This design comes from an exercise in tuning for small area and a short achievable clock period on the open sky130 flow, not from production work.
In this exercise RTL edits were held to simulation tests only and were not proved equivalent to the original.
Power figures rest on the tool's default switching activity, not on a simulated workload.

<file path="config.mk">
export PLATFORM = sky130hd
export DESIGN_NAME = exe_top
export DESIGN_NICKNAME = exe_top
export VERILOG_FILES = /design/flow/design.v
export SDC_FILE = /design/flow/constraint.sdc
export NUM_CORES = 4
export LEC_CHECK = 0
export ABC_AREA = 1
export CAP_MARGIN = 20
export CORE_MARGIN = 2
export CORE_UTILIZATION = 40
export SETUP_SLACK_MARGIN = 4
export SLEW_MARGIN = 20
export TNS_END_PERCENT = 0
</file>
<file path="constraint.sdc">
create_clock -name core_clock -period 8.0 [get_ports {clk}]
set_input_delay 1.6000 -clock core_clock [delete_from_list [all_inputs] [get_ports {clk}]]
set_output_delay 1.6000 -clock core_clock [all_outputs]
set_load 0.01 [all_outputs]
</file>
<file path="design.v">
`default_nettype none
package exe_pkg;
   localparam int XLEN          = 32;
   localparam int RF_AWIDTH     = 5;
   localparam int SHAMT_W       = 5;
   localparam int PC_ALIGN_BITS = 2;
   typedef logic [XLEN-1:0]      xlen_t;
   typedef logic [RF_AWIDTH-1:0] reg_addr_t;
   typedef logic [SHAMT_W-1:0]   shamt_t;
   typedef logic [XLEN:0]        cmp_t;
endpackage
`default_nettype wire
`default_nettype none
package exe_ops_pkg;
   localparam int ALU_OP_W = 4;
   localparam int BR_OP_W  = 3;
   typedef enum logic [ALU_OP_W-1:0] {
      ALU_OP_ADD       = 4'd0,
      ALU_OP_SUB       = 4'd1,
      ALU_OP_AND       = 4'd2,
      ALU_OP_OR        = 4'd3,
      ALU_OP_XOR       = 4'd4,
      ALU_OP_SLL       = 4'd5,
      ALU_OP_SRL       = 4'd6,
      ALU_OP_SRA       = 4'd7,
      ALU_OP_COPY_OPR1 = 4'd8,
      ALU_OP_COPY_OPR2 = 4'd9,
      ALU_OP_SLT       = 4'd10,
      ALU_OP_SLTU      = 4'd11
   } alu_op_e;
   typedef enum logic [BR_OP_W-1:0] {
      BR_OP_NONE = 3'd0,
      BR_OP_EQ   = 3'd1,
      BR_OP_NE   = 3'd2,
      BR_OP_LT   = 3'd3,
      BR_OP_GE   = 3'd4,
      BR_OP_LTU  = 3'd5,
      BR_OP_GEU  = 3'd6
   } br_op_e;
   typedef enum logic {
      OPR1_SEL_REG = 1'b0,
      OPR1_SEL_PC  = 1'b1
   } opr1_sel_e;
   typedef enum logic {
      OPR2_SEL_REG = 1'b0,
      OPR2_SEL_IMM = 1'b1
   } opr2_sel_e;
   typedef enum logic {
      CMP_OPR2_SEL_REG = 1'b0,
      CMP_OPR2_SEL_IMM = 1'b1
   } cmp_opr2_sel_e;
endpackage
`default_nettype wire
`timescale 1ns/1ps
`default_nettype none
module exe_operand_select (
   input  exe_pkg::xlen_t                pc_i,
   input  exe_pkg::xlen_t                imm_i,
   input  exe_pkg::xlen_t                rs1_data_i,
   input  exe_pkg::xlen_t                rs2_data_i,
   input  exe_pkg::xlen_t                wrb_rd_data_i,
   input  logic                          fwd_wrb_rs1_i,
   input  logic                          fwd_wrb_rs2_i,
   input  exe_ops_pkg::opr1_sel_e        opr1_sel_i,
   input  exe_ops_pkg::opr2_sel_e        opr2_sel_i,
   input  exe_ops_pkg::cmp_opr2_sel_e    cmp_opr2_sel_i,
   output exe_pkg::xlen_t                opr1_o,
   output exe_pkg::xlen_t                opr2_o,
   output exe_pkg::xlen_t                cmp_opr1_o,
   output exe_pkg::xlen_t                cmp_opr2_o,
   output exe_pkg::xlen_t                rs2_fwd_o
);
   exe_pkg::xlen_t rs1_fwd;
   exe_pkg::xlen_t rs2_fwd;
   assign rs1_fwd = fwd_wrb_rs1_i ? wrb_rd_data_i : rs1_data_i;
   assign rs2_fwd = fwd_wrb_rs2_i ? wrb_rd_data_i : rs2_data_i;
   assign opr1_o = (opr1_sel_i == exe_ops_pkg::OPR1_SEL_PC) ? pc_i : rs1_fwd;
   assign opr2_o = (opr2_sel_i == exe_ops_pkg::OPR2_SEL_IMM) ? imm_i : rs2_fwd;
   assign cmp_opr1_o = rs1_fwd;
   assign cmp_opr2_o = (cmp_opr2_sel_i == exe_ops_pkg::CMP_OPR2_SEL_IMM) ? imm_i : rs2_fwd;
   assign rs2_fwd_o = rs2_fwd;
endmodule
`default_nettype wire
`timescale 1ns/1ps
`default_nettype none
module exe_alu (
   input  exe_pkg::xlen_t         opr1_i,
   input  exe_pkg::xlen_t         opr2_i,
   input  exe_pkg::xlen_t         cmp_opr1_i,
   input  exe_pkg::xlen_t         cmp_opr2_i,
   input  exe_ops_pkg::alu_op_e   alu_op_i,
   input  exe_ops_pkg::br_op_e    br_op_i,
   output exe_pkg::xlen_t         alu_result_o,
   output exe_pkg::shamt_t        shamt_o,
   output logic                   shift_rev_o,
   output logic                   shift_arith_o,
   output logic                   branch_taken_o
);
   localparam int XLEN = exe_pkg::XLEN;
   localparam int MSB  = XLEN - 1;
   logic op_add, op_sub, op_and, op_or, op_xor, op_sll, op_srl, op_sra;
   logic op_cp1, op_cp2, op_slt, op_sltu;
   always_comb begin
      op_add  = (alu_op_i == exe_ops_pkg::ALU_OP_ADD);
      op_sub  = (alu_op_i == exe_ops_pkg::ALU_OP_SUB);
      op_and  = (alu_op_i == exe_ops_pkg::ALU_OP_AND);
      op_or   = (alu_op_i == exe_ops_pkg::ALU_OP_OR);
      op_xor  = (alu_op_i == exe_ops_pkg::ALU_OP_XOR);
      op_sll  = (alu_op_i == exe_ops_pkg::ALU_OP_SLL);
      op_srl  = (alu_op_i == exe_ops_pkg::ALU_OP_SRL);
      op_sra  = (alu_op_i == exe_ops_pkg::ALU_OP_SRA);
      op_cp1  = (alu_op_i == exe_ops_pkg::ALU_OP_COPY_OPR1);
      op_cp2  = (alu_op_i == exe_ops_pkg::ALU_OP_COPY_OPR2);
      op_slt  = (alu_op_i == exe_ops_pkg::ALU_OP_SLT);
      op_sltu = (alu_op_i == exe_ops_pkg::ALU_OP_SLTU);
   end
   exe_pkg::xlen_t add_b, add_g, add_p, add_c, adder_out;
   logic [135-1:0] pg_g, pg_p;
   logic add_inv;
   assign add_inv = alu_op_i[0] & ~alu_op_i[1];
   assign add_b = opr2_i ^ {XLEN{add_inv}};
   assign add_g = opr1_i & add_b;
   assign add_p = opr1_i ^ add_b;
   assign pg_g[0] = add_g[0] | (add_p[0] & add_inv);
   assign pg_g[1] = add_g[1] | (add_p[1] & add_g[0]);
   assign pg_p[1] = add_p[1] & add_p[0];
   assign pg_g[2] = add_g[2] | (add_p[2] & add_g[1]);
   assign pg_p[2] = add_p[2] & add_p[1];
   assign pg_g[3] = add_g[3] | (add_p[3] & add_g[2]);
   assign pg_p[3] = add_p[3] & add_p[2];
   assign pg_g[4] = add_g[4] | (add_p[4] & add_g[3]);
   assign pg_p[4] = add_p[4] & add_p[3];
   assign pg_g[5] = add_g[5] | (add_p[5] & add_g[4]);
   assign pg_p[5] = add_p[5] & add_p[4];
   assign pg_g[6] = add_g[6] | (add_p[6] & add_g[5]);
   assign pg_p[6] = add_p[6] & add_p[5];
   assign pg_g[7] = add_g[7] | (add_p[7] & add_g[6]);
   assign pg_p[7] = add_p[7] & add_p[6];
   assign pg_g[8] = add_g[8] | (add_p[8] & add_g[7]);
   assign pg_p[8] = add_p[8] & add_p[7];
   assign pg_g[9] = add_g[9] | (add_p[9] & add_g[8]);
   assign pg_p[9] = add_p[9] & add_p[8];
   assign pg_g[10] = add_g[10] | (add_p[10] & add_g[9]);
   assign pg_p[10] = add_p[10] & add_p[9];
   assign pg_g[11] = add_g[11] | (add_p[11] & add_g[10]);
   assign pg_p[11] = add_p[11] & add_p[10];
   assign pg_g[12] = add_g[12] | (add_p[12] & add_g[11]);
   assign pg_p[12] = add_p[12] & add_p[11];
   assign pg_g[13] = add_g[13] | (add_p[13] & add_g[12]);
   assign pg_p[13] = add_p[13] & add_p[12];
   assign pg_g[14] = add_g[14] | (add_p[14] & add_g[13]);
   assign pg_p[14] = add_p[14] & add_p[13];
   assign pg_g[15] = add_g[15] | (add_p[15] & add_g[14]);
   assign pg_p[15] = add_p[15] & add_p[14];
   assign pg_g[16] = add_g[16] | (add_p[16] & add_g[15]);
   assign pg_p[16] = add_p[16] & add_p[15];
   assign pg_g[17] = add_g[17] | (add_p[17] & add_g[16]);
   assign pg_p[17] = add_p[17] & add_p[16];
   assign pg_g[18] = add_g[18] | (add_p[18] & add_g[17]);
   assign pg_p[18] = add_p[18] & add_p[17];
   assign pg_g[19] = add_g[19] | (add_p[19] & add_g[18]);
   assign pg_p[19] = add_p[19] & add_p[18];
   assign pg_g[20] = add_g[20] | (add_p[20] & add_g[19]);
   assign pg_p[20] = add_p[20] & add_p[19];
   assign pg_g[21] = add_g[21] | (add_p[21] & add_g[20]);
   assign pg_p[21] = add_p[21] & add_p[20];
   assign pg_g[22] = add_g[22] | (add_p[22] & add_g[21]);
   assign pg_p[22] = add_p[22] & add_p[21];
   assign pg_g[23] = add_g[23] | (add_p[23] & add_g[22]);
   assign pg_p[23] = add_p[23] & add_p[22];
   assign pg_g[24] = add_g[24] | (add_p[24] & add_g[23]);
   assign pg_p[24] = add_p[24] & add_p[23];
   assign pg_g[25] = add_g[25] | (add_p[25] & add_g[24]);
   assign pg_p[25] = add_p[25] & add_p[24];
   assign pg_g[26] = add_g[26] | (add_p[26] & add_g[25]);
   assign pg_p[26] = add_p[26] & add_p[25];
   assign pg_g[27] = add_g[27] | (add_p[27] & add_g[26]);
   assign pg_p[27] = add_p[27] & add_p[26];
   assign pg_g[28] = add_g[28] | (add_p[28] & add_g[27]);
   assign pg_p[28] = add_p[28] & add_p[27];
   assign pg_g[29] = add_g[29] | (add_p[29] & add_g[28]);
   assign pg_p[29] = add_p[29] & add_p[28];
   assign pg_g[30] = add_g[30] | (add_p[30] & add_g[29]);
   assign pg_p[30] = add_p[30] & add_p[29];
   assign pg_g[31] = add_g[31] | (add_p[31] & add_g[30]);
   assign pg_p[31] = add_p[31] & add_p[30];
   assign pg_g[32] = pg_g[1] | (pg_p[1] & add_inv);
   assign pg_g[33] = pg_g[2] | (pg_p[2] & pg_g[0]);
   assign pg_g[34] = pg_g[3] | (pg_p[3] & pg_g[1]);
   assign pg_p[34] = pg_p[3] & pg_p[1];
   assign pg_g[35] = pg_g[4] | (pg_p[4] & pg_g[2]);
   assign pg_p[35] = pg_p[4] & pg_p[2];
   assign pg_g[36] = pg_g[5] | (pg_p[5] & pg_g[3]);
   assign pg_p[36] = pg_p[5] & pg_p[3];
   assign pg_g[37] = pg_g[6] | (pg_p[6] & pg_g[4]);
   assign pg_p[37] = pg_p[6] & pg_p[4];
   assign pg_g[38] = pg_g[7] | (pg_p[7] & pg_g[5]);
   assign pg_p[38] = pg_p[7] & pg_p[5];
   assign pg_g[39] = pg_g[8] | (pg_p[8] & pg_g[6]);
   assign pg_p[39] = pg_p[8] & pg_p[6];
   assign pg_g[40] = pg_g[9] | (pg_p[9] & pg_g[7]);
   assign pg_p[40] = pg_p[9] & pg_p[7];
   assign pg_g[41] = pg_g[10] | (pg_p[10] & pg_g[8]);
   assign pg_p[41] = pg_p[10] & pg_p[8];
   assign pg_g[42] = pg_g[11] | (pg_p[11] & pg_g[9]);
   assign pg_p[42] = pg_p[11] & pg_p[9];
   assign pg_g[43] = pg_g[12] | (pg_p[12] & pg_g[10]);
   assign pg_p[43] = pg_p[12] & pg_p[10];
   assign pg_g[44] = pg_g[13] | (pg_p[13] & pg_g[11]);
   assign pg_p[44] = pg_p[13] & pg_p[11];
   assign pg_g[45] = pg_g[14] | (pg_p[14] & pg_g[12]);
   assign pg_p[45] = pg_p[14] & pg_p[12];
   assign pg_g[46] = pg_g[15] | (pg_p[15] & pg_g[13]);
   assign pg_p[46] = pg_p[15] & pg_p[13];
   assign pg_g[47] = pg_g[16] | (pg_p[16] & pg_g[14]);
   assign pg_p[47] = pg_p[16] & pg_p[14];
   assign pg_g[48] = pg_g[17] | (pg_p[17] & pg_g[15]);
   assign pg_p[48] = pg_p[17] & pg_p[15];
   assign pg_g[49] = pg_g[18] | (pg_p[18] & pg_g[16]);
   assign pg_p[49] = pg_p[18] & pg_p[16];
   assign pg_g[50] = pg_g[19] | (pg_p[19] & pg_g[17]);
   assign pg_p[50] = pg_p[19] & pg_p[17];
   assign pg_g[51] = pg_g[20] | (pg_p[20] & pg_g[18]);
   assign pg_p[51] = pg_p[20] & pg_p[18];
   assign pg_g[52] = pg_g[21] | (pg_p[21] & pg_g[19]);
   assign pg_p[52] = pg_p[21] & pg_p[19];
   assign pg_g[53] = pg_g[22] | (pg_p[22] & pg_g[20]);
   assign pg_p[53] = pg_p[22] & pg_p[20];
   assign pg_g[54] = pg_g[23] | (pg_p[23] & pg_g[21]);
   assign pg_p[54] = pg_p[23] & pg_p[21];
   assign pg_g[55] = pg_g[24] | (pg_p[24] & pg_g[22]);
   assign pg_p[55] = pg_p[24] & pg_p[22];
   assign pg_g[56] = pg_g[25] | (pg_p[25] & pg_g[23]);
   assign pg_p[56] = pg_p[25] & pg_p[23];
   assign pg_g[57] = pg_g[26] | (pg_p[26] & pg_g[24]);
   assign pg_p[57] = pg_p[26] & pg_p[24];
   assign pg_g[58] = pg_g[27] | (pg_p[27] & pg_g[25]);
   assign pg_p[58] = pg_p[27] & pg_p[25];
   assign pg_g[59] = pg_g[28] | (pg_p[28] & pg_g[26]);
   assign pg_p[59] = pg_p[28] & pg_p[26];
   assign pg_g[60] = pg_g[29] | (pg_p[29] & pg_g[27]);
   assign pg_p[60] = pg_p[29] & pg_p[27];
   assign pg_g[61] = pg_g[30] | (pg_p[30] & pg_g[28]);
   assign pg_p[61] = pg_p[30] & pg_p[28];
   assign pg_g[62] = pg_g[31] | (pg_p[31] & pg_g[29]);
   assign pg_p[62] = pg_p[31] & pg_p[29];
   assign pg_g[63] = pg_g[34] | (pg_p[34] & add_inv);
   assign pg_g[64] = pg_g[35] | (pg_p[35] & pg_g[0]);
   assign pg_g[65] = pg_g[36] | (pg_p[36] & pg_g[32]);
   assign pg_g[66] = pg_g[37] | (pg_p[37] & pg_g[33]);
   assign pg_g[67] = pg_g[38] | (pg_p[38] & pg_g[34]);
   assign pg_p[67] = pg_p[38] & pg_p[34];
   assign pg_g[68] = pg_g[39] | (pg_p[39] & pg_g[35]);
   assign pg_p[68] = pg_p[39] & pg_p[35];
   assign pg_g[69] = pg_g[40] | (pg_p[40] & pg_g[36]);
   assign pg_p[69] = pg_p[40] & pg_p[36];
   assign pg_g[70] = pg_g[41] | (pg_p[41] & pg_g[37]);
   assign pg_p[70] = pg_p[41] & pg_p[37];
   assign pg_g[71] = pg_g[42] | (pg_p[42] & pg_g[38]);
   assign pg_p[71] = pg_p[42] & pg_p[38];
   assign pg_g[72] = pg_g[43] | (pg_p[43] & pg_g[39]);
   assign pg_p[72] = pg_p[43] & pg_p[39];
   assign pg_g[73] = pg_g[44] | (pg_p[44] & pg_g[40]);
   assign pg_p[73] = pg_p[44] & pg_p[40];
   assign pg_g[74] = pg_g[45] | (pg_p[45] & pg_g[41]);
   assign pg_p[74] = pg_p[45] & pg_p[41];
   assign pg_g[75] = pg_g[46] | (pg_p[46] & pg_g[42]);
   assign pg_p[75] = pg_p[46] & pg_p[42];
   assign pg_g[76] = pg_g[47] | (pg_p[47] & pg_g[43]);
   assign pg_p[76] = pg_p[47] & pg_p[43];
   assign pg_g[77] = pg_g[48] | (pg_p[48] & pg_g[44]);
   assign pg_p[77] = pg_p[48] & pg_p[44];
   assign pg_g[78] = pg_g[49] | (pg_p[49] & pg_g[45]);
   assign pg_p[78] = pg_p[49] & pg_p[45];
   assign pg_g[79] = pg_g[50] | (pg_p[50] & pg_g[46]);
   assign pg_p[79] = pg_p[50] & pg_p[46];
   assign pg_g[80] = pg_g[51] | (pg_p[51] & pg_g[47]);
   assign pg_p[80] = pg_p[51] & pg_p[47];
   assign pg_g[81] = pg_g[52] | (pg_p[52] & pg_g[48]);
   assign pg_p[81] = pg_p[52] & pg_p[48];
   assign pg_g[82] = pg_g[53] | (pg_p[53] & pg_g[49]);
   assign pg_p[82] = pg_p[53] & pg_p[49];
   assign pg_g[83] = pg_g[54] | (pg_p[54] & pg_g[50]);
   assign pg_p[83] = pg_p[54] & pg_p[50];
   assign pg_g[84] = pg_g[55] | (pg_p[55] & pg_g[51]);
   assign pg_p[84] = pg_p[55] & pg_p[51];
   assign pg_g[85] = pg_g[56] | (pg_p[56] & pg_g[52]);
   assign pg_p[85] = pg_p[56] & pg_p[52];
   assign pg_g[86] = pg_g[57] | (pg_p[57] & pg_g[53]);
   assign pg_p[86] = pg_p[57] & pg_p[53];
   assign pg_g[87] = pg_g[58] | (pg_p[58] & pg_g[54]);
   assign pg_p[87] = pg_p[58] & pg_p[54];
   assign pg_g[88] = pg_g[59] | (pg_p[59] & pg_g[55]);
   assign pg_p[88] = pg_p[59] & pg_p[55];
   assign pg_g[89] = pg_g[60] | (pg_p[60] & pg_g[56]);
   assign pg_p[89] = pg_p[60] & pg_p[56];
   assign pg_g[90] = pg_g[61] | (pg_p[61] & pg_g[57]);
   assign pg_p[90] = pg_p[61] & pg_p[57];
   assign pg_g[91] = pg_g[62] | (pg_p[62] & pg_g[58]);
   assign pg_p[91] = pg_p[62] & pg_p[58];
   assign pg_g[92] = pg_g[67] | (pg_p[67] & add_inv);
   assign pg_g[93] = pg_g[68] | (pg_p[68] & pg_g[0]);
   assign pg_g[94] = pg_g[69] | (pg_p[69] & pg_g[32]);
   assign pg_g[95] = pg_g[70] | (pg_p[70] & pg_g[33]);
   assign pg_g[96] = pg_g[71] | (pg_p[71] & pg_g[63]);
   assign pg_g[97] = pg_g[72] | (pg_p[72] & pg_g[64]);
   assign pg_g[98] = pg_g[73] | (pg_p[73] & pg_g[65]);
   assign pg_g[99] = pg_g[74] | (pg_p[74] & pg_g[66]);
   assign pg_g[100] = pg_g[75] | (pg_p[75] & pg_g[67]);
   assign pg_p[100] = pg_p[75] & pg_p[67];
   assign pg_g[101] = pg_g[76] | (pg_p[76] & pg_g[68]);
   assign pg_p[101] = pg_p[76] & pg_p[68];
   assign pg_g[102] = pg_g[77] | (pg_p[77] & pg_g[69]);
   assign pg_p[102] = pg_p[77] & pg_p[69];
   assign pg_g[103] = pg_g[78] | (pg_p[78] & pg_g[70]);
   assign pg_p[103] = pg_p[78] & pg_p[70];
   assign pg_g[104] = pg_g[79] | (pg_p[79] & pg_g[71]);
   assign pg_p[104] = pg_p[79] & pg_p[71];
   assign pg_g[105] = pg_g[80] | (pg_p[80] & pg_g[72]);
   assign pg_p[105] = pg_p[80] & pg_p[72];
   assign pg_g[106] = pg_g[81] | (pg_p[81] & pg_g[73]);
   assign pg_p[106] = pg_p[81] & pg_p[73];
   assign pg_g[107] = pg_g[82] | (pg_p[82] & pg_g[74]);
   assign pg_p[107] = pg_p[82] & pg_p[74];
   assign pg_g[108] = pg_g[83] | (pg_p[83] & pg_g[75]);
   assign pg_p[108] = pg_p[83] & pg_p[75];
   assign pg_g[109] = pg_g[84] | (pg_p[84] & pg_g[76]);
   assign pg_p[109] = pg_p[84] & pg_p[76];
   assign pg_g[110] = pg_g[85] | (pg_p[85] & pg_g[77]);
   assign pg_p[110] = pg_p[85] & pg_p[77];
   assign pg_g[111] = pg_g[86] | (pg_p[86] & pg_g[78]);
   assign pg_p[111] = pg_p[86] & pg_p[78];
   assign pg_g[112] = pg_g[87] | (pg_p[87] & pg_g[79]);
   assign pg_p[112] = pg_p[87] & pg_p[79];
   assign pg_g[113] = pg_g[88] | (pg_p[88] & pg_g[80]);
   assign pg_p[113] = pg_p[88] & pg_p[80];
   assign pg_g[114] = pg_g[89] | (pg_p[89] & pg_g[81]);
   assign pg_p[114] = pg_p[89] & pg_p[81];
   assign pg_g[115] = pg_g[90] | (pg_p[90] & pg_g[82]);
   assign pg_p[115] = pg_p[90] & pg_p[82];
   assign pg_g[116] = pg_g[91] | (pg_p[91] & pg_g[83]);
   assign pg_p[116] = pg_p[91] & pg_p[83];
   assign pg_g[117] = pg_g[100] | (pg_p[100] & add_inv);
   assign pg_g[118] = pg_g[101] | (pg_p[101] & pg_g[0]);
   assign pg_g[119] = pg_g[102] | (pg_p[102] & pg_g[32]);
   assign pg_g[120] = pg_g[103] | (pg_p[103] & pg_g[33]);
   assign pg_g[121] = pg_g[104] | (pg_p[104] & pg_g[63]);
   assign pg_g[122] = pg_g[105] | (pg_p[105] & pg_g[64]);
   assign pg_g[123] = pg_g[106] | (pg_p[106] & pg_g[65]);
   assign pg_g[124] = pg_g[107] | (pg_p[107] & pg_g[66]);
   assign pg_g[125] = pg_g[108] | (pg_p[108] & pg_g[92]);
   assign pg_g[126] = pg_g[109] | (pg_p[109] & pg_g[93]);
   assign pg_g[127] = pg_g[110] | (pg_p[110] & pg_g[94]);
   assign pg_g[128] = pg_g[111] | (pg_p[111] & pg_g[95]);
   assign pg_g[129] = pg_g[112] | (pg_p[112] & pg_g[96]);
   assign pg_g[130] = pg_g[113] | (pg_p[113] & pg_g[97]);
   assign pg_g[131] = pg_g[114] | (pg_p[114] & pg_g[98]);
   assign pg_g[132] = pg_g[115] | (pg_p[115] & pg_g[99]);
   assign pg_g[133] = pg_g[116] | (pg_p[116] & pg_g[100]);
   assign pg_p[133] = pg_p[116] & pg_p[100];
   assign pg_g[134] = pg_g[133] | (pg_p[133] & add_inv);
   assign add_c[0] = add_inv;
   assign add_c[1] = pg_g[0];
   assign add_c[2] = pg_g[32];
   assign add_c[3] = pg_g[33];
   assign add_c[4] = pg_g[63];
   assign add_c[5] = pg_g[64];
   assign add_c[6] = pg_g[65];
   assign add_c[7] = pg_g[66];
   assign add_c[8] = pg_g[92];
   assign add_c[9] = pg_g[93];
   assign add_c[10] = pg_g[94];
   assign add_c[11] = pg_g[95];
   assign add_c[12] = pg_g[96];
   assign add_c[13] = pg_g[97];
   assign add_c[14] = pg_g[98];
   assign add_c[15] = pg_g[99];
   assign add_c[16] = pg_g[117];
   assign add_c[17] = pg_g[118];
   assign add_c[18] = pg_g[119];
   assign add_c[19] = pg_g[120];
   assign add_c[20] = pg_g[121];
   assign add_c[21] = pg_g[122];
   assign add_c[22] = pg_g[123];
   assign add_c[23] = pg_g[124];
   assign add_c[24] = pg_g[125];
   assign add_c[25] = pg_g[126];
   assign add_c[26] = pg_g[127];
   assign add_c[27] = pg_g[128];
   assign add_c[28] = pg_g[129];
   assign add_c[29] = pg_g[130];
   assign add_c[30] = pg_g[131];
   assign add_c[31] = pg_g[132];
   assign adder_out = add_p ^ add_c;
   exe_pkg::xlen_t opr1_rev;
   logic           is_shift;
   always_comb begin
      for (int i = 0; i < XLEN; i++) opr1_rev[i] = opr1_i[MSB-i];
   end
   assign is_shift      = op_sll | op_srl | op_sra;
   assign shamt_o       = opr2_i[exe_pkg::SHAMT_W-1:0] & {exe_pkg::SHAMT_W{is_shift}};
   assign shift_rev_o   = op_sll;
   assign shift_arith_o = op_sra;
   logic [2*XLEN-2:0] ct_lt, ct_eq;
   logic cmp_eq, cmp_ltu, cmp_lt;
   always_comb begin
      for (int i = 0; i < XLEN; i++) begin
         ct_lt[XLEN-1+i] = ~cmp_opr1_i[MSB-i] & cmp_opr2_i[MSB-i];
         ct_eq[XLEN-1+i] = ~(cmp_opr1_i[MSB-i] ^ cmp_opr2_i[MSB-i]);
      end
      for (int k = XLEN-2; k >= 0; k--) begin
         ct_lt[k] = ct_lt[2*k+1] | (ct_eq[2*k+1] & ct_lt[2*k+2]);
         ct_eq[k] = ct_eq[2*k+1] & ct_eq[2*k+2];
      end
   end
   assign cmp_eq  = ct_eq[0];
   assign cmp_ltu = ct_lt[0];
   assign cmp_lt  = cmp_ltu ^ cmp_opr1_i[MSB] ^ cmp_opr2_i[MSB];
   always_comb begin
      case (br_op_i)
         exe_ops_pkg::BR_OP_EQ:  branch_taken_o = cmp_eq;
         exe_ops_pkg::BR_OP_NE:  branch_taken_o = ~cmp_eq;
         exe_ops_pkg::BR_OP_LT:  branch_taken_o = cmp_lt;
         exe_ops_pkg::BR_OP_GE:  branch_taken_o = ~cmp_lt;
         exe_ops_pkg::BR_OP_LTU: branch_taken_o = cmp_ltu;
         exe_ops_pkg::BR_OP_GEU: branch_taken_o = ~cmp_ltu;
         default:                branch_taken_o = 1'b0;
      endcase
   end
   assign alu_result_o =
        ({XLEN{op_add | op_sub}}  & adder_out)
      | ({XLEN{op_and | op_or}}   & add_g)
      | ({XLEN{op_xor | op_or}}   & add_p)
      | ({XLEN{op_sll}}           & opr1_rev)
      | ({XLEN{op_cp1 | op_srl | op_sra}} & opr1_i)
      | ({XLEN{op_cp2}}           & opr2_i)
      | exe_pkg::xlen_t'((op_slt & cmp_lt) | (op_sltu & cmp_ltu));
endmodule
`default_nettype wire
`timescale 1ns/1ps
`default_nettype none
module exe_result_stage (
   input  logic                  clk,
   input  logic                  reset_i,
   input  logic                  valid_i,
   input  exe_pkg::xlen_t        alu_result_i,
   input  exe_pkg::shamt_t       shamt_i,
   input  logic                  shift_rev_i,
   input  logic                  shift_arith_i,
   input  exe_pkg::xlen_t        rs2_fwd_i,
   input  exe_pkg::reg_addr_t    rd_addr_i,
   input  logic                  rd_wr_req_i,
   input  logic                  jump_req_i,
   input  logic                  branch_req_i,
   input  logic                  branch_taken_i,
   output logic                  valid_o,
   output exe_pkg::xlen_t        alu_result_o,
   output exe_pkg::xlen_t        store_data_o,
   output exe_pkg::reg_addr_t    rd_addr_o,
   output logic                  rd_wr_req_o,
   output logic                  redirect_o,
   output exe_pkg::xlen_t        pc_new_o
);
   always_ff @(posedge clk) begin
      if (reset_i) begin
         valid_o     <= 1'b0;
         rd_wr_req_o <= 1'b0;
         redirect_o  <= 1'b0;
      end else begin
         valid_o     <= valid_i;
         rd_wr_req_o <= valid_i & rd_wr_req_i;
         redirect_o  <= valid_i & (jump_req_i | (branch_req_i & branch_taken_i));
      end
   end
   exe_pkg::xlen_t  result_q;
   exe_pkg::shamt_t shamt_q;
   logic            shift_rev_q;
   logic            shift_arith_q;
   always_ff @(posedge clk) begin
      result_q      <= alu_result_i;
      shamt_q       <= shamt_i;
      shift_rev_q   <= shift_rev_i;
      shift_arith_q <= shift_arith_i;
      store_data_o  <= rs2_fwd_i;
      rd_addr_o     <= rd_addr_i;
   end
   exe_pkg::xlen_t sh_out;
   assign sh_out = exe_pkg::xlen_t'($signed({shift_arith_q & result_q[exe_pkg::XLEN-1], result_q})
                                    >>> shamt_q);
   always_comb begin
      for (int i = 0; i < exe_pkg::XLEN; i++)
         alu_result_o[i] = shift_rev_q ? sh_out[exe_pkg::XLEN-1-i] : sh_out[i];
   end
   assign pc_new_o = {alu_result_o[exe_pkg::XLEN-1:exe_pkg::PC_ALIGN_BITS],
                      {exe_pkg::PC_ALIGN_BITS{1'b0}}};
endmodule
`default_nettype wire
`timescale 1ns/1ps
`default_nettype none
module exe_top (
   input  logic                          clk,
   input  logic                          reset_i,
   input  logic                          valid_i,
   input  exe_pkg::xlen_t                pc_i,
   input  exe_pkg::xlen_t                imm_i,
   input  exe_pkg::xlen_t                rs1_data_i,
   input  exe_pkg::xlen_t                rs2_data_i,
   input  exe_pkg::xlen_t                wrb_rd_data_i,
   input  logic                          fwd_wrb_rs1_i,
   input  logic                          fwd_wrb_rs2_i,
   input  exe_ops_pkg::alu_op_e          alu_op_i,
   input  exe_ops_pkg::br_op_e           br_op_i,
   input  exe_ops_pkg::opr1_sel_e        opr1_sel_i,
   input  exe_ops_pkg::opr2_sel_e        opr2_sel_i,
   input  exe_ops_pkg::cmp_opr2_sel_e    cmp_opr2_sel_i,
   input  logic                          jump_req_i,
   input  logic                          branch_req_i,
   input  exe_pkg::reg_addr_t            rd_addr_i,
   input  logic                          rd_wr_req_i,
   output logic                          valid_o,
   output exe_pkg::xlen_t                alu_result_o,
   output exe_pkg::xlen_t                store_data_o,
   output exe_pkg::reg_addr_t            rd_addr_o,
   output logic                          rd_wr_req_o,
   output logic                          redirect_o,
   output exe_pkg::xlen_t                pc_new_o
);
   exe_pkg::xlen_t rs2_fwd;
   exe_pkg::xlen_t alu_result;
   logic           branch_taken;
   exe_pkg::shamt_t shamt;
   logic           shift_rev;
   logic           shift_arith;
   exe_pkg::xlen_t opr1;
   exe_pkg::xlen_t opr2;
   exe_pkg::xlen_t cmp_opr1;
   exe_pkg::xlen_t cmp_opr2;
   exe_operand_select operand_select_i (
      .pc_i           (pc_i),
      .imm_i          (imm_i),
      .rs1_data_i     (rs1_data_i),
      .rs2_data_i     (rs2_data_i),
      .wrb_rd_data_i  (wrb_rd_data_i),
      .fwd_wrb_rs1_i  (fwd_wrb_rs1_i),
      .fwd_wrb_rs2_i  (fwd_wrb_rs2_i),
      .opr1_sel_i     (opr1_sel_i),
      .opr2_sel_i     (opr2_sel_i),
      .cmp_opr2_sel_i (cmp_opr2_sel_i),
      .opr1_o         (opr1),
      .opr2_o         (opr2),
      .cmp_opr1_o     (cmp_opr1),
      .cmp_opr2_o     (cmp_opr2),
      .rs2_fwd_o      (rs2_fwd)
   );
   exe_alu alu_i (
      .opr1_i         (opr1),
      .opr2_i         (opr2),
      .cmp_opr1_i     (cmp_opr1),
      .cmp_opr2_i     (cmp_opr2),
      .alu_op_i       (alu_op_i),
      .br_op_i        (br_op_i),
      .alu_result_o   (alu_result),
      .shamt_o        (shamt),
      .shift_rev_o    (shift_rev),
      .shift_arith_o  (shift_arith),
      .branch_taken_o (branch_taken)
   );
   exe_result_stage result_stage_i (
      .clk            (clk),
      .reset_i        (reset_i),
      .valid_i        (valid_i),
      .alu_result_i   (alu_result),
      .shamt_i        (shamt),
      .shift_rev_i    (shift_rev),
      .shift_arith_i  (shift_arith),
      .rs2_fwd_i      (rs2_fwd),
      .rd_addr_i      (rd_addr_i),
      .rd_wr_req_i    (rd_wr_req_i),
      .jump_req_i     (jump_req_i),
      .branch_req_i   (branch_req_i),
      .branch_taken_i (branch_taken),
      .valid_o        (valid_o),
      .alu_result_o   (alu_result_o),
      .store_data_o   (store_data_o),
      .rd_addr_o      (rd_addr_o),
      .rd_wr_req_o    (rd_wr_req_o),
      .redirect_o     (redirect_o),
      .pc_new_o       (pc_new_o)
   );
endmodule
`default_nettype wire
</file>
<file path="flow/run.sh">
#!/bin/bash
# Standard layout, with the port buffers made from the smallest plain buffer
# instead of the delay buffer buffer_ports would pick on its own.
set -euo pipefail
export BUFFER_PORTS_ARGS="-buffer_cell sky130_fd_sc_hd__buf_1"
bash standard.sh finish > standard_flow.log 2>&1
</file>
<file path="standard.sh">
#!/bin/bash
# synth_recipe.tcl (not shown) runs the flow's synth.tcl, then flattens the netlist and writes it again
# the make line also repeats each setting of config.mk as NAME=value (left out here)
make -C /OpenROAD-flow-scripts/flow DESIGN_CONFIG=/design/flow/config.mk WORK_HOME=/design/flow/orfs CLKGATE_MAP_FILE= SYNTH_SCRIPT=/design/flow/synth_recipe.tcl "${@:-finish}"
</file>
==> flow_summary.ini, run 1 <==
[clock_network]
cts_root_buffer = clkbuf_16
cts.htree.levels = 3
tritoncts = yes
cts-buffers-inserted = 9
clk_pin_slew_ns = 0.07
clkSinkCount = 79
clk_path_buf_depth = 2

[pwr]
p_leak_nw = 5.42
cellPowerDensity_nw_per_um2 = 173
ir_drop_mv = 0.0951

[sta]
slew_viol_final = 0
grt_setup_unrepaired = true
max_freq_mhz = 250
fin_crit_sh = 0.500
setup_viol = 0
finalSetupTns_ns = 0
slew_headroom = 0.394
fin_crit_ns = 4.00
hold_violations = 0
worst_slew_pin_slew_ns = 0.909

[job]
max_cap_violations = 0

[global_routing]
grt_pass1_wl_mm = 64.0
antenna_found_initial = 1
grt_overflow = 0
grt_pass1_vias = 11630
track_usage = 0.319
grt_max_degree = 64

[yosys]
synth.most_common_cell = nand2_1
synth_top_area_share = 0.190
ys_ff_latch = 79
synth_top_area_cell = nand2_1
synth_area_leaders = nand2_1, dfxtp_1, o21ai_0
postSynth.asyncResetShare = 0
netlist_top_cells_count = nand2_1, o21ai_0, inv_1, nor2_1, a21oi_1
netlist_instances = 1701
seq_area_frac_synth = 0.161
synth_cell_types = 52
synth-edff-count = 0
synth_flop_cell = dfxtp_1
avgSynthCellArea_sq_um = 5.76
yosys_warnings = 2
synth_area_sq_um = 9790

[outcome]
status = timing/DRC/antenna clean

[route]
drtPass1Iterations = 6
wl_per_cell_um = 19.7
dr_total_vias = 12775
ant_nets = 0
remaining_drc_errors = 0
drt_iter0_drc = 1128
wl_mm = 44.7
drt-vias-per-instance = 5.63

[floorplan]
io_pins = 287
chipHeight_um = 160
rows = 57
initial_core_util = 0.405
dieArea_sq_um = 25800
die_w_um = 160
coreArea_sq_um = 24200

[critical_path]
cp_data_required_time_ns = 8.25
critical_path_arrival_ns = 4.25
end_kind = flip-flop
cp_max_fo = 9
cp-start-kind = primary input
path_class = primary input to flip-flop

[final_layout]
multiInputGateArea_sq_um = 7720
regArea_sq_um = 1590
final_area_sq_um = 12600
num-nets-final = 2188
drive_above_1_share = 0.150
area_growth_pct = 28.7
fillers = 2559

[placement]
dp_hpwl_mm = 33.9
place_congestion = 1.03
numPortBuffers = 284
postPlaceCellArea_sq_um = 10800

[min_path]
worst_hold_path.num_cells = 1
hold_path.startpoint = rd_addr_i[4]
hold-path-endpoint = result_stage_i.rd_addr_o[4]$_DFF_P_
min-delay-path-class = primary input to flip-flop
flip-flops by register name (all words and copies together) (netlist names):
| signal | count |
|---|---|
| result_stage_i.valid_o | 1 |
| result_stage_i.rd_wr_req_o | 1 |
| result_stage_i.shamt_q | 5 |
| result_stage_i.shift_rev_q | 1 |
| result_stage_i.result_q | 32 |
| result_stage_i.store_data_o | 32 |
| result_stage_i.redirect_o | 1 |
| result_stage_i.rd_addr_o | 5 |
| result_stage_i.shift_arith_q | 1 |
worst max-delay path, stage by stage:
cell and delay (ns):
clkbuf_2 0.16, buf_12 0.15, clkinvlp_4 0.13, buf_12 0.17
buf_4 0.14, o21ai_4 0.22, inv_1 0.12, ha_4 0.31
nand2_1 0.06, nor2_1 0.17, a21oi_2 0.12, o21bai_4 0.23
nand2_1 0.12, nand2_2 0.11, nand3_1 0.15, nand2_1 0.11
nand2_1 0.05, nand3_1 0.06, nand2_1 0.05
cells in the final DEF, fill, tap and decap left out, types with 14 or more instances in the layout:
cell / n
xor2_1: 32
o21ai_0: 130
o21ai_2: 71
clkbuf_2: 21
clkbuf_16: 18
a21oi_2: 20
inv_1: 165
a211oi_1: 14
buf_1: 252
o22ai_1: 20
nand3_1: 73
a21oi_1: 63
o21ai_1: 125
nand2_1: 483
ha_1: 44
nor2_1: 83
buf_4: 36
dfxtp_1: 75
routing by layer:
layer	GRT usage	share of wire	wire, um	vias to the layer above
met2	0.534	0.47	21000	666
met5	0	0	0	-
li1	-	-	-	6181
met1	0.402	0.41	18200	5824
met4	0.131	0.040	1810	0
met3	0.0640	0.083	3730	104
what timing repair did:
item                                    CTS  global route
pin swaps                                 5            26
endpoints found under the setup margin   94            89
resized for setup                       127           314
cloned                                    6            10
setup buffers                            12            19
hold endpoints to repair                  0             0
hold buffers                              0             0
layout make-up:
class / instances / share of cell area
Timing Repair inverter: 5 / 0.00308
Clock inverter: 6 / 0.00477
Inverter: 175 / 0.0576
Sequential cell: 79 / 0.126
Multi-Input combinational cell: 1331 / 0.613
Clock buffer: 10 / 0.0190
Tap cell: 324 / 0.0322
Antenna cell: 1 / 0.000199
Timing Repair Buffer: 339 / 0.144
per-stage QoR:
stage | setup WS (ns) | hold WS, ns | total power, W | utilization | instances
finish | 4.00 | 1.34 | 0.00217 | 0.521 | 2270
global placement | 2.98 | 1.69 | 0.00150 | 0.445 | 2206
global route | 3.92 | 1.34 | 0.00231 | 0.521 | 2270
CTS | 3.94 | 1.33 | 0.00199 | 0.474 | 2240
detailed placement | 2.91 | 1.70 | 0.00150 | 0.445 | 2206
floorplan | 3.98 | 1.63 | 0.00120 | - | 1702
kinds of logic after synthesis:
kind of cell	count (synthesis)	synth area share
simple gates	697	0.285
compound gates	523	0.299
buf+inv	293	0.131
flops	79	0.161
fa+ha+maj	65	0.0838
xor+xnor	35	0.0313
mux	8	0.00818
other cells	1	0.000383
where the power goes:
part	internal [W]	switching, W	total [W]
registers	0.000440	0.0000341	0.000474
logic	0.000454	0.000806	0.00126
clock network	0.000249	0.000191	0.000440
total	0.00114	0.00103	0.00217
worst max path at each step:
stage | from | endpoint | slack [ns] | depth (start not counted)
after CTS | opr1_sel_i | result_stage_i.result_q[22]$_DFF_P_ | 3.94 | 18
final | opr1_sel_i | result_stage_i.result_q[31]$_DFF_P_ | 4.00 | 19
after floorplan | fwd_wrb_rs2_i | result_stage_i.result_q[15]$_DFF_P_ | 3.98 | 16
after global placement | fwd_wrb_rs2_i | result_stage_i.result_q[14]$_DFF_P_ | 2.98 | 15
after global routing | fwd_wrb_rs1_i | result_stage_i.result_q[22]$_DFF_P_ | 3.92 | 18
after detailed placement | fwd_wrb_rs2_i | result_stage_i.result_q[14]$_DFF_P_ | 2.91 | 15
==> run 2, diff against run 1 <==
--- a/design.v
+++ b/design.v
@@ -89,12 +89,13 @@
    input  exe_pkg::xlen_t         cmp_opr1_i,
    input  exe_pkg::xlen_t         cmp_opr2_i,
    input  exe_ops_pkg::alu_op_e   alu_op_i,
-   input  exe_ops_pkg::br_op_e    br_op_i,
    output exe_pkg::xlen_t         alu_result_o,
    output exe_pkg::shamt_t        shamt_o,
    output logic                   shift_rev_o,
    output logic                   shift_arith_o,
-   output logic                   branch_taken_o
+   output logic                   cmp_eq_o,
+   output logic                   cmp_ltu_o,
+   output logic                   cmp_lt_o
 );
    localparam int XLEN = exe_pkg::XLEN;
    localparam int MSB  = XLEN - 1;
@@ -416,17 +417,9 @@
    assign cmp_eq  = ct_eq[0];
    assign cmp_ltu = ct_lt[0];
    assign cmp_lt  = cmp_ltu ^ cmp_opr1_i[MSB] ^ cmp_opr2_i[MSB];
-   always_comb begin
-      case (br_op_i)
-         exe_ops_pkg::BR_OP_EQ:  branch_taken_o = cmp_eq;
-         exe_ops_pkg::BR_OP_NE:  branch_taken_o = ~cmp_eq;
-         exe_ops_pkg::BR_OP_LT:  branch_taken_o = cmp_lt;
-         exe_ops_pkg::BR_OP_GE:  branch_taken_o = ~cmp_lt;
-         exe_ops_pkg::BR_OP_LTU: branch_taken_o = cmp_ltu;
-         exe_ops_pkg::BR_OP_GEU: branch_taken_o = ~cmp_ltu;
-         default:                branch_taken_o = 1'b0;
-      endcase
-   end
+   assign cmp_eq_o  = cmp_eq;
+   assign cmp_ltu_o = cmp_ltu;
+   assign cmp_lt_o  = cmp_lt;
    assign alu_result_o =
         ({XLEN{op_add | op_sub}}  & adder_out)
       | ({XLEN{op_and | op_or}}   & add_g)
@@ -452,7 +445,10 @@
    input  logic                  rd_wr_req_i,
    input  logic                  jump_req_i,
    input  logic                  branch_req_i,
-   input  logic                  branch_taken_i,
+   input  exe_ops_pkg::br_op_e   br_op_i,
+   input  logic                  cmp_eq_i,
+   input  logic                  cmp_ltu_i,
+   input  logic                  cmp_lt_i,
    output logic                  valid_o,
    output exe_pkg::xlen_t        alu_result_o,
    output exe_pkg::xlen_t        store_data_o,
@@ -461,17 +457,42 @@
    output logic                  redirect_o,
    output exe_pkg::xlen_t        pc_new_o
 );
+   logic                jump_q;
+   logic                branch_q;
+   exe_ops_pkg::br_op_e br_op_q;
+   logic                cmp_eq_q, cmp_ltu_q, cmp_lt_q;
+   logic                taken;
    always_ff @(posedge clk) begin
       if (reset_i) begin
          valid_o     <= 1'b0;
          rd_wr_req_o <= 1'b0;
-         redirect_o  <= 1'b0;
+         jump_q      <= 1'b0;
+         branch_q    <= 1'b0;
       end else begin
          valid_o     <= valid_i;
          rd_wr_req_o <= valid_i & rd_wr_req_i;
-         redirect_o  <= valid_i & (jump_req_i | (branch_req_i & branch_taken_i));
+         jump_q      <= valid_i & jump_req_i;
+         branch_q    <= valid_i & branch_req_i;
       end
    end
+   always_ff @(posedge clk) begin
+      br_op_q   <= br_op_i;
+      cmp_eq_q  <= cmp_eq_i;
+      cmp_ltu_q <= cmp_ltu_i;
+      cmp_lt_q  <= cmp_lt_i;
+   end
+   always_comb begin
+      case (br_op_q)
+         exe_ops_pkg::BR_OP_EQ:  taken = cmp_eq_q;
+         exe_ops_pkg::BR_OP_NE:  taken = ~cmp_eq_q;
+         exe_ops_pkg::BR_OP_LT:  taken = cmp_lt_q;
+         exe_ops_pkg::BR_OP_GE:  taken = ~cmp_lt_q;
+         exe_ops_pkg::BR_OP_LTU: taken = cmp_ltu_q;
+         exe_ops_pkg::BR_OP_GEU: taken = ~cmp_ltu_q;
+         default:                taken = 1'b0;
+      endcase
+   end
+   assign redirect_o = jump_q | (branch_q & taken);
    exe_pkg::xlen_t  result_q;
    exe_pkg::shamt_t shamt_q;
    logic            shift_rev_q;
@@ -527,7 +548,7 @@
 );
    exe_pkg::xlen_t rs2_fwd;
    exe_pkg::xlen_t alu_result;
-   logic           branch_taken;
+   logic           cmp_eq, cmp_ltu, cmp_lt;
    exe_pkg::shamt_t shamt;
    logic           shift_rev;
    logic           shift_arith;
@@ -558,12 +579,13 @@
       .cmp_opr1_i     (cmp_opr1),
       .cmp_opr2_i     (cmp_opr2),
       .alu_op_i       (alu_op_i),
-      .br_op_i        (br_op_i),
       .alu_result_o   (alu_result),
       .shamt_o        (shamt),
       .shift_rev_o    (shift_rev),
       .shift_arith_o  (shift_arith),
-      .branch_taken_o (branch_taken)
+      .cmp_eq_o       (cmp_eq),
+      .cmp_ltu_o      (cmp_ltu),
+      .cmp_lt_o       (cmp_lt)
    );
    exe_result_stage result_stage_i (
       .clk            (clk),
@@ -578,7 +600,10 @@
       .rd_wr_req_i    (rd_wr_req_i),
       .jump_req_i     (jump_req_i),
       .branch_req_i   (branch_req_i),
-      .branch_taken_i (branch_taken),
+      .br_op_i        (br_op_i),
+      .cmp_eq_i       (cmp_eq),
+      .cmp_ltu_i      (cmp_ltu),
+      .cmp_lt_i       (cmp_lt),
       .valid_o        (valid_o),
       .alu_result_o   (alu_result_o),
       .store_data_o   (store_data_o),
==> flow_summary.ini, run 2 <==
[floorplan]
initial_core_util = 0.409
rows = 57
io_pins = 287
chipHeight_um = 162
coreArea_sq_um = 24500
die_w_um = 162
dieArea_sq_um = 26300

[pwr]
p_int_w = 0.00114
sw_frac_of_total = 0.471
seq_power_share = 0.236
p_comb_frac = 0.557
ir_drop_mv = 0.120
cellPowerDensity_nw_per_um2 = 175
p_clk_frac = 0.207
p_leak_nw = 5.33
switching_power_w = 0.00102

[sta]
finalSetupTns_ns = 0
max_freq_mhz = 251
fin_crit_sh = 0.498
slew_viol_final = 0
fin_crit_ns = 3.99
setup_viol = 0
worst_slew_pin_slew_ns = 0.935
slew_headroom = 0.375
grt_setup_unrepaired = true
setup_ws_ns = 4.01
hold_violations = 0

[yosys]
postSynth.asyncResetShare = 0
netlist_top_cells_count = nand2_1, o21ai_0, inv_1, o21ai_1, nor2_1
seq_area_frac_synth = 0.172
synth_cell_types = 53
synth_top_area_share = 0.195
avgSynthCellArea_sq_um = 5.80
synth_area_sq_um = 10000
ys_ff_latch = 86
synth_area_leaders = nand2_1, dfxtp_1, o21ai_0
synth-edff-count = 0
synth_top_area_cell = nand2_1
netlist_instances = 1726
synth_flop_cell = dfxtp_1
yosys_warnings = 2
synth.most_common_cell = nand2_1

[critical_path]
critical_path_arrival_ns = 4.20
critPathBufInv = 2
path_class = primary input to flip-flop
end_kind = flip-flop
critPathTopFamily = compound AO/OA/AOI/OAI gates
crit_path_frequent_cell = nand2_1
path_cells = buf_12 > o21ai_1 > nand2_1 > o21ai_1 > xor2_1 > ha_1 > a21oi_2 > o21a_1 > o21ai_4 > buf_4 > nand2_1 > nand2_1 > o21ai_0
crit_slowest_cell = ha_1
critPathMaxStageDelay_ns = 0.43
cp_data_required_time_ns = 8.22
cp_max_fo = 38
cp-start-kind = primary input

[route]
met3_length_mm = 3.55
dr_total_vias = 12764
drtPass1Iterations = 6
wl_per_cell_um = 19.3
remaining_drc_errors = 0
route.met2.wl_mm = 21.1
wl_mm = 44.1
drt-vias-per-instance = 5.57
top_layer_used = met4
wl_met1_mm = 18.2
drt_iter0_drc = 1053
ant_nets = 0

[clock_network]
cts-hold-fix-buffers = 0
tritoncts = yes
cts.htree.levels = 3
clkSinkCount = 86
clk_pin_slew_ns = 0.07
cts_root_buffer = clkbuf_16
cts-buffers-inserted = 9
clk_path_buf_depth = 2

[final_layout]
num-nets-final = 2207
largestRegisters = result_stage_i.result_q: 32 flops, result_stage_i.store_data_o: 32 flops
fillers = 2652
final_area_sq_um = 12300
area_growth_pct = 22.7
final_common_cell = nand2_1
final_cell_mix = nand2_1, buf_1, inv_1, o21ai_1, o21ai_0
drive_above_1_share = 0.105

[global_routing]
grt_max_degree = 65
grt_pass1_vias = 11694
antenna_found_initial = 0
grt_pass1_wl_mm = 65.0
track_usage = 0.319
grt_overflow = 0

[placement]
pre_cts_slack_ns = 2.76
dp_hpwl_mm = 34.6
numPortBuffers = 284
postPlaceCellArea_sq_um = 11000
place_congestion = 1.02

[outcome]
status = timing/DRC/antenna clean

[min_path]
min-delay-path-class = primary input to flip-flop

[job]
max_cap_violations = 0
[run 2: cell count changes after synthesis, moves of 6 or more]
cell	before	now
a21oi_1	84	65
nand2_1	495	519
o21ai_1	27	97
a221oi_1	8	14
o22ai_1	23	15
dfxtp_1	79	86
a31oi_1	7	13
nand2_2	1	10
o21ai_0	303	230
nand4_1	9	3
[run 2: final cells by class]
type / count / area, sq um / area share
repair inverters: 8 / 55.1 / 0.00448
inverters: 170 / 688 / 0.0560
clock inverters: 5 / 58.8 / 0.00479
well taps: 324 / 405 / 0.0330
clock buffers: 11 / 243 / 0.0198
multi-input cells: 1355 / 7470 / 0.608
diodes: 1 / 2.50 / 0.000204
repair buffers: 330 / 1630 / 0.132
flip-flops and latches: 86 / 1730 / 0.141
[run 2: layer usage]
layer / GRT usage / vias to the layer above
met2: 0.552 / 627
met5: 0 / -
met1: 0.410 / 5844
met3: 0.0521 / 81
li1: - / 6212
met4: 0.0885 / 0
[run 2: final timing paths]
check	from	to	cells past startpoint
setup / recovery	fwd_wrb_rs2_i	result_stage_i.result_q[10]$_DFF_P_	13
hold / removal	br_op_i[1]	result_stage_i.br_op_q[1]$_DFF_P_	1
[run 2: stage by stage]
stage | power, W | utilization | std cells | hold slack, ns
final | 0.00216 | 0.502 | 2290 | 1.33
after global routing | 0.00230 | 0.502 | 2289 | 1.32
after CTS | 0.00206 | 0.475 | 2262 | 1.32
after detailed placement | 0.00157 | 0.449 | 2232 | 1.69
after global placement | 0.00157 | 0.449 | 2232 | 1.69
after floorplan | 0.00127 | - | 1727 | 1.63
[run 2: cells by family after synthesis]
| family | Yosys count | share of synthesized area |
|---|---|---|
| other cells | 1 | 0.000375 |
| fa+ha+maj | 64 | 0.0800 |
| compound gates | 500 | 0.278 |
| mux | 11 | 0.0110 |
| buf+inv | 287 | 0.127 |
| flops | 86 | 0.172 |
| simple gates | 745 | 0.304 |
| xor+xnor | 32 | 0.0280 |
[run 2: timing repair]
| action | 4_1_cts | 5_1_grt |
|---|---|---|
| pin swaps | 5 | 10 |
| endpoints found under the hold margin | 0 | 0 |
| buffers inserted | 7 | 21 |
| gates resized for setup | 104 | 161 |
| cloned | 7 | 6 |
| setup endpoints to repair | 91 | 86 |
[run 2: power by group through the flow]
stage          clock network, W  logic (W)  registers, W
6_report               0.000446    0.00120      0.000508
5_1_grt                0.000469    0.00132      0.000512
4_1_cts                0.000452    0.00110      0.000508
3_5_place_dp                  0    0.00105      0.000517
3_3_place_gp                  0    0.00105      0.000516
2_1_floorplan                 0   0.000755      0.000511
==> run 3, diff against run 2 <==
==> flow/run.sh (replaced) <==
#!/bin/bash
# Standard layout, with two changes: the port buffers are made from the
# smallest plain buffer instead of the delay buffer buffer_ports would pick on
# its own, and the buffers ABC inserted during synthesis are removed at
# floorplan (repair_design and repair_timing then buffer only where needed).
set -euo pipefail
export BUFFER_PORTS_ARGS="-buffer_cell sky130_fd_sc_hd__buf_1"
export REMOVE_ABC_BUFFERS=1
bash standard.sh finish > standard_flow.log 2>&1
==> flow_summary.ini, run 3 <==
[placement]
postPlaceCellArea_sq_um = 10900
place_congestion = 1.00
pre_cts_slack_ns = 2.61
numPortBuffers = 284
dp_hpwl_mm = 30.2

[route]
drt-vias-per-instance = 5.42
ant_nets = 0
drtPass1Iterations = 8
remaining_drc_errors = 0
wl_mm = 39.5
dr_total_vias = 12247
wl_per_cell_um = 17.5
drt_iter0_drc = 914

[sta]
slew_headroom = 0.439
setup_ws_ns = 3.98
grt_setup_unrepaired = true
slew_viol_final = 0
setup_viol = 0
finalSetupTns_ns = 0
hold_violations = 0
max_freq_mhz = 249
fin_crit_ns = 4.02
fin_crit_sh = 0.503
holdWs_ns = 1.31
worst_slew_pin_slew_ns = 0.840

[yosys]
netlist_top_cells_count = nand2_1, o21ai_0, inv_1, o21ai_1, nor2_1
avgSynthCellArea_sq_um = 5.80
netlist_instances = 1726
ys_ff_latch = 86
synth_top_area_cell = nand2_1
postSynth.asyncResetShare = 0
synth_area_leaders = nand2_1, dfxtp_1, o21ai_0
synth_top_area_share = 0.195
synth_area_sq_um = 10000
yosys_warnings = 2
synth_flop_cell = dfxtp_1
synth-edff-count = 0
synth.most_common_cell = nand2_1
seq_area_frac_synth = 0.172
synth_cell_types = 53

[clock_network]
tritoncts = yes
cts_root_buffer = clkbuf_16
clk_pin_slew_ns = 0.08
cts-hold-fix-buffers = 0
clkSinkCount = 86
cts.htree.levels = 3
clk_path_buf_depth = 2
cts-buffers-inserted = 9

[pwr]
cellPowerDensity_nw_per_um2 = 174
p_leak_nw = 5.11
ir_drop_mv = 0.105

[final_layout]
final_area_sq_um = 11700
area_growth_pct = 17.0
n_antenna_cell = 0
fillers = 2675
final_cell_mix = nand2_1, buf_1, o21ai_0, inv_1, o21ai_1
drive_above_1_share = 0.0630
final_util = 0.479
regArea_sq_um = 1740
multiInputGateArea_sq_um = 7240
num-nets-final = 2179
largestRegisters = result_stage_i.result_q: 32 flops, result_stage_i.store_data_o: 32 flops
final_common_cell = nand2_1

[critical_path]
crit_cells = 9
end_kind = flip-flop
critPathMaxStageDelay_ns = 0.78
cp_max_fo = 18
path_cells = buf_1 > inv_2 > nand2_4 > nor2_1 > clkinvlp_4 > buf_4 > nor2_1 > a2111oi_1 > nand2_1
critPathTopFamily = buffers and inverters
critical_path_arrival_ns = 4.24
cp_data_required_time_ns = 8.21
critPathLaunch = alu_op_i[1]
crit_slowest_cell = a2111oi_1
crit_path_frequent_cell = nor2_1
path_class = primary input to flip-flop
cp-start-kind = primary input
critPathBufInv = 4

[floorplan]
die_w_um = 162
dieArea_sq_um = 26300
chipHeight_um = 162
coreArea_sq_um = 24500
io_pins = 287
initial_core_util = 0.409
rows = 57

[job]
max_cap_violations = 0

[global_routing]
grt_overflow = 0
antenna_found_initial = 0
grt_max_degree = 64
grt_pass1_wl_mm = 59.3
track_usage = 0.285
grt_pass1_vias = 11262

[min_path]
worst_hold_path.num_cells = 1
min-delay-path-class = primary input to flip-flop
hold_path.startpoint = rd_addr_i[0]

[outcome]
status = timing/DRC/antenna clean
==> run 3: kinds of logic (layout without fill, tap and decap cells) <==
family,after synthesis,count (layout),share of synthesized area
flip-flops,86,86,0.172
adder cells (fa/ha/maj),64,64,0.0800
other,1,2,0.000375
buffers and inverters,287,496,0.127
multiplexers,11,11,0.0110
XOR/XNOR,32,32,0.0280
AND/OR/NAND/NOR,745,746,0.304
AO/OA/AOI/OAI,500,500,0.278
==> run 3: through the flow <==
step,instances,power [W]
after detailed placement,2227,0.00154
after CTS,2251,0.00200
after global placement,2227,0.00153
final,2261,0.00204
after global routing,2261,0.00219
after floorplan,1610,0.00119
==> run 3: power breakdown <==
part	leakage (nW)	internal [W]	switching (W)	total [W]
Clock	0.142	0.000219	0.000224	0.000443
Sequential	0.723	0.000477	0.0000355	0.000513
Combinational	4.25	0.000363	0.000722	0.00109
Total	5.11	0.00106	0.000982	0.00204
==> run 3: path summary, 6_finish.rpt <==
kind                                                  end
worst min-delay path  result_stage_i.rd_addr_o[0]$_DFF_P_
worst max-delay path  result_stage_i.result_q[17]$_DFF_P_
==> run 3: cell type report <==
cell class / count / area share
multi-input combinational: 1355 / 0.618
sequential: 86 / 0.148
timing repair buffer: 305 / 0.112
inverter: 170 / 0.0589
tap: 324 / 0.0346
clock buffer: 9 / 0.0192
clock inverter: 7 / 0.00566
timing repair inverter: 5 / 0.00310
==> run 3: per-layer routing <==
metal,part of all wire,up-vias,GRT usage,wire (um)
li1,-,6162,-,-
met1,0.43,5568,0.356,17100
met2,0.47,440,0.496,18700
met3,0.051,77,0.0319,2000
met4,0.043,0,0.123,1700
met5,0,-,0,0
==> run 3: timing repair <==
| action | 4_1_cts | 5_1_grt |
|---|---|---|
| gates cloned | 4 | 4 |
| resized for setup | 69 | 78 |
| setup endpoints to repair | 96 | 87 |
| pin swaps | 1 | 2 |
| setup buffers | 4 | 6 |
==> run 4, diff against run 3 <==
--- a/design.v
+++ b/design.v
@@ -90,6 +90,7 @@
    input  exe_pkg::xlen_t         cmp_opr2_i,
    input  exe_ops_pkg::alu_op_e   alu_op_i,
    output exe_pkg::xlen_t         alu_result_o,
+   output exe_pkg::xlen_t         carry_o,
    output exe_pkg::shamt_t        shamt_o,
    output logic                   shift_rev_o,
    output logic                   shift_arith_o,
@@ -420,8 +421,12 @@
    assign cmp_eq_o  = cmp_eq;
    assign cmp_ltu_o = cmp_ltu;
    assign cmp_lt_o  = cmp_lt;
+   localparam int LATE = 16;   
+   logic is_add;
+   assign is_add = op_add | op_sub;
+   assign carry_o = {add_c[MSB:LATE] & {(XLEN-LATE){is_add}}, {LATE{1'b0}}};
    assign alu_result_o =
-        ({XLEN{op_add | op_sub}}  & adder_out)
+        ({XLEN{is_add}} & {add_p[MSB:LATE], adder_out[LATE-1:0]})
       | ({XLEN{op_and | op_or}}   & add_g)
       | ({XLEN{op_xor | op_or}}   & add_p)
       | ({XLEN{op_sll}}           & opr1_rev)
@@ -437,6 +442,7 @@
    input  logic                  reset_i,
    input  logic                  valid_i,
    input  exe_pkg::xlen_t        alu_result_i,
+   input  exe_pkg::xlen_t        carry_i,
    input  exe_pkg::shamt_t       shamt_i,
    input  logic                  shift_rev_i,
    input  logic                  shift_arith_i,
@@ -493,24 +499,47 @@
       endcase
    end
    assign redirect_o = jump_q | (branch_q & taken);
-   exe_pkg::xlen_t  result_q;
-   exe_pkg::shamt_t shamt_q;
-   logic            shift_rev_q;
-   logic            shift_arith_q;
+   localparam int XLEN = exe_pkg::XLEN;
+   exe_pkg::xlen_t result_q;
+   exe_pkg::xlen_t carry_q;
+   exe_pkg::xlen_t sh_in;
+   logic [3:0]     sel0_q, sel1_q, sel2_q;
+   logic           shift_arith_q;
    always_ff @(posedge clk) begin
       result_q      <= alu_result_i;
-      shamt_q       <= shamt_i;
-      shift_rev_q   <= shift_rev_i;
+      carry_q       <= carry_i;
       shift_arith_q <= shift_arith_i;
+      for (int k = 0; k < 4; k++) begin
+         sel0_q[k] <= (shamt_i[1:0] == 2'(k));
+         sel1_q[k] <= (shamt_i[3:2] == 2'(k));
+         sel2_q[k] <= ({shift_rev_i, shamt_i[4]} == 2'(k));
+      end
       store_data_o  <= rs2_fwd_i;
       rd_addr_o     <= rd_addr_i;
    end
-   exe_pkg::xlen_t sh_out;
-   assign sh_out = exe_pkg::xlen_t'($signed({shift_arith_q & result_q[exe_pkg::XLEN-1], result_q})
-                                    >>> shamt_q);
+   logic                fill;
+   logic [XLEN+15:0]    ext0, ext1;
+   exe_pkg::xlen_t      sh0, sh1;
+   assign sh_in = result_q ^ carry_q;
+   assign fill  = shift_arith_q & sh_in[XLEN-1];
+   assign ext0  = {{16{fill}}, sh_in};
+   always_comb begin
+      for (int i = 0; i < XLEN; i++)
+         sh0[i] = (sel0_q[0] & ext0[i])     | (sel0_q[1] & ext0[i+1])
+                | (sel0_q[2] & ext0[i+2])   | (sel0_q[3] & ext0[i+3]);
+   end
+   assign ext1 = {{16{fill}}, sh0};
+   always_comb begin
+      for (int i = 0; i < XLEN; i++)
+         sh1[i] = (sel1_q[0] & ext1[i])     | (sel1_q[1] & ext1[i+4])
+                | (sel1_q[2] & ext1[i+8])   | (sel1_q[3] & ext1[i+12]);
+   end
+   logic [XLEN+15:0] ext2;
+   assign ext2 = {{16{fill}}, sh1};
    always_comb begin
-      for (int i = 0; i < exe_pkg::XLEN; i++)
-         alu_result_o[i] = shift_rev_q ? sh_out[exe_pkg::XLEN-1-i] : sh_out[i];
+      for (int i = 0; i < XLEN; i++)
+         alu_result_o[i] = (sel2_q[0] & ext2[i])          | (sel2_q[1] & ext2[i+16])
+                         | (sel2_q[2] & ext2[XLEN-1-i])   | (sel2_q[3] & ext2[XLEN-1-i+16]);
    end
    assign pc_new_o = {alu_result_o[exe_pkg::XLEN-1:exe_pkg::PC_ALIGN_BITS],
                       {exe_pkg::PC_ALIGN_BITS{1'b0}}};
@@ -548,6 +577,7 @@
 );
    exe_pkg::xlen_t rs2_fwd;
    exe_pkg::xlen_t alu_result;
+   exe_pkg::xlen_t carry;
    logic           cmp_eq, cmp_ltu, cmp_lt;
    exe_pkg::shamt_t shamt;
    logic           shift_rev;
@@ -580,6 +610,7 @@
       .cmp_opr2_i     (cmp_opr2),
       .alu_op_i       (alu_op_i),
       .alu_result_o   (alu_result),
+      .carry_o        (carry),
       .shamt_o        (shamt),
       .shift_rev_o    (shift_rev),
       .shift_arith_o  (shift_arith),
@@ -592,6 +623,7 @@
       .reset_i        (reset_i),
       .valid_i        (valid_i),
       .alu_result_i   (alu_result),
+      .carry_i        (carry),
       .shamt_i        (shamt),
       .shift_rev_i    (shift_rev),
       .shift_arith_i  (shift_arith),
--- a/config.mk
+++ b/config.mk
@@ -9,6 +9,6 @@
 export CAP_MARGIN = 20
 export CORE_MARGIN = 2
 export CORE_UTILIZATION = 40
-export SETUP_SLACK_MARGIN = 4
+export SETUP_SLACK_MARGIN = 4.25
 export SLEW_MARGIN = 20
 export TNS_END_PERCENT = 0
==> flow_summary.ini, run 4 <==
[min_path]
min-delay-path-class = primary input to flip-flop
worst_hold_path.num_cells = 1

[route]
remaining_drc_errors = 0
drt_iter0_drc = 1099
ant_nets = 0
dr_total_vias = 12902
drt-vias-per-instance = 5.46

[critical_path]
path_cells = buf_8 > clkbuf_16 > o21ai_2 > nand2_1 > o21ai_1 > xor2_1 > ha_4 > a21oi_2 > nor2_1 > nor2_1 > a21boi_1 > nand2_2 > a21oi_1 > o21ai_1 > nand2_1
path_class = primary input to flip-flop
cp_data_required_time_ns = 8.28
crit_slowest_cell = xor2_1
cp_max_fo = 7
critPathLaunch = fwd_wrb_rs2_i
critPathTopFamily = compound AO/OA/AOI/OAI gates

[placement]
pre_cts_slack_ns = 2.81
numPortBuffers = 284
postPlaceCellArea_sq_um = 11700
dp_hpwl_mm = 31.6

[global_routing]
grt_overflow = 0
antenna_found_initial = 0
grt_pass1_wl_mm = 61.7
track_usage = 0.275
grt_max_degree = 64

[pwr]
ir_drop_mv = 0.114
p_comb_frac = 0.507
sw_frac_of_total = 0.463
p_clk_frac = 0.213
switching_power_w = 0.00105
cellPowerDensity_nw_per_um2 = 173
p_int_w = 0.00121
p_leak_nw = 5.71
total_power_w = 0.00226

[sta]
finalSetupTns_ns = 0
fin_crit_ns = 3.73
slew_headroom = 0.306
grt_setup_unrepaired = true
worst_slew_pin_slew_ns = 1.04
slew_viol_final = 0
hold_violations = 0

[job]
max_cap_violations = 0

[yosys]
netlist_instances = 1804
netlist_top_cells_count = nand2_1, inv_1, o21ai_0, a21oi_1, dfxtp_1
synth.most_common_cell = nand2_1
synth_area_leaders = dfxtp_1, nand2_1, o21ai_0
synth_flop_cell = dfxtp_1
synth_top_area_cell = dfxtp_1
avgSynthCellArea_sq_um = 5.93
synth_cell_types = 50
synth-edff-count = 0
yosys_warnings = 2
postSynth.asyncResetShare = 0

[final_layout]
num-nets-final = 2269
regArea_sq_um = 2180
final_common_cell = nand2_1
largestRegisters = result_stage_i.result_q: 32 flops, result_stage_i.store_data_o: 32 flops, result_stage_i.carry_q: 16 flops
final_cell_mix = nand2_1, buf_1, inv_1, o21ai_0, a21oi_1
multiInputGateArea_sq_um = 7750

[clock_network]
cts-hold-fix-buffers = 0
clk_path_buf_depth = 2
cts.htree.levels = 3
clk_pin_slew_ns = 0.09
tritoncts = yes
clkSinkCount = 108
cts-buffers-inserted = 9
cts_root_buffer = clkbuf_16

[floorplan]
io_pins = 287
rows = 59
initial_core_util = 0.410
coreArea_sq_um = 26100
chipHeight_um = 168

[outcome]
status = timing/DRC/antenna clean
==> run 4: final cells by class <==
| cell class | count | share of cell area |
|---|---|---|
| multi-input cells | 1373 | 0.593 |
| flip-flops and latches | 108 | 0.167 |
| repair buffers | 323 | 0.123 |
| inverters | 206 | 0.0604 |
| well taps | 335 | 0.0321 |
| clock buffers | 9 | 0.0172 |
| clock inverters | 7 | 0.00661 |
| repair inverters | 1 | 0.000575 |
==> run 4: cells by family after synthesis <==
kind of cell	count (synthesis)	share of synthesized area
multiplexers	2	0.00199
other	1	0.000350
AO/OA/AOI/OAI	486	0.258
flip-flops	108	0.202
XOR/XNOR	49	0.0401
adder cells (fa/ha/maj)	64	0.0748
AND/OR/NAND/NOR	769	0.294
buffers and inverters	325	0.129
==> run 4: what timing repair did <==
| action | 4_1_cts | 5_1_grt |
|---|---|---|
| gates resized for setup | 94 | 118 |
| buffers inserted | 12 | 7 |
| pin swaps | 9 | 19 |
| hold endpoints to repair | 0 | 0 |
| endpoints found under the setup margin | 95 | 92 |
| gates cloned | 3 | 8 |
==> run 4: worst max-delay path by stage <==
stage / endpoint / slack, ns / depth (start not counted)
global route: pc_new_o[6] / 4.17 / 10
CTS: result_stage_i.result_q[0]$_DFF_P_ / 4.19 / 16
global placement: result_stage_i.result_q[0]$_DFF_P_ / 2.80 / 17
detailed placement: result_stage_i.result_q[0]$_DFF_P_ / 2.81 / 17
finish: result_stage_i.result_q[11]$_DFF_P_ / 4.27 / 15
floorplan: result_stage_i.carry_q[21]$_DFF_P_ / 4.10 / 14
==> run 4: routing by layer <==
layer,vias up,share of wire,global-route usage
li1,6411,-,-
met1,5895,0.44,0.369
met2,533,0.46,0.453
met3,63,0.070,0.0437
met4,0,0.028,0.0870
met5,-,0,0
==> run 4: per-stage QoR <==
stage | std cells | util
final | 2362 | 0.500
after global routing | 2362 | 0.500
after CTS | 2347 | 0.475
after detailed placement | 2316 | 0.447
after global placement | 2316 | 0.447
after floorplan | 1686 | -
==> run 4: power groups by stage <==
stage	combinational (W)	clock, W	sequential, W
6_report	0.00115	0.000482	0.000634
3_3_place_gp	0.000983	0	0.000643
3_5_place_dp	0.000984	0	0.000644
5_1_grt	0.00125	0.000507	0.000640
4_1_cts	0.00104	0.000489	0.000632
2_1_floorplan	0.000634	0	0.000640

Setup slack of run 4, layout unchanged: 4.268 ns with ideal ports, 4.225 ns with driving cells assumed (clock clkbuf_16, inputs buf_2), 3.866 ns with port delays also shifted by the 0.409 ns mid clock arrival.
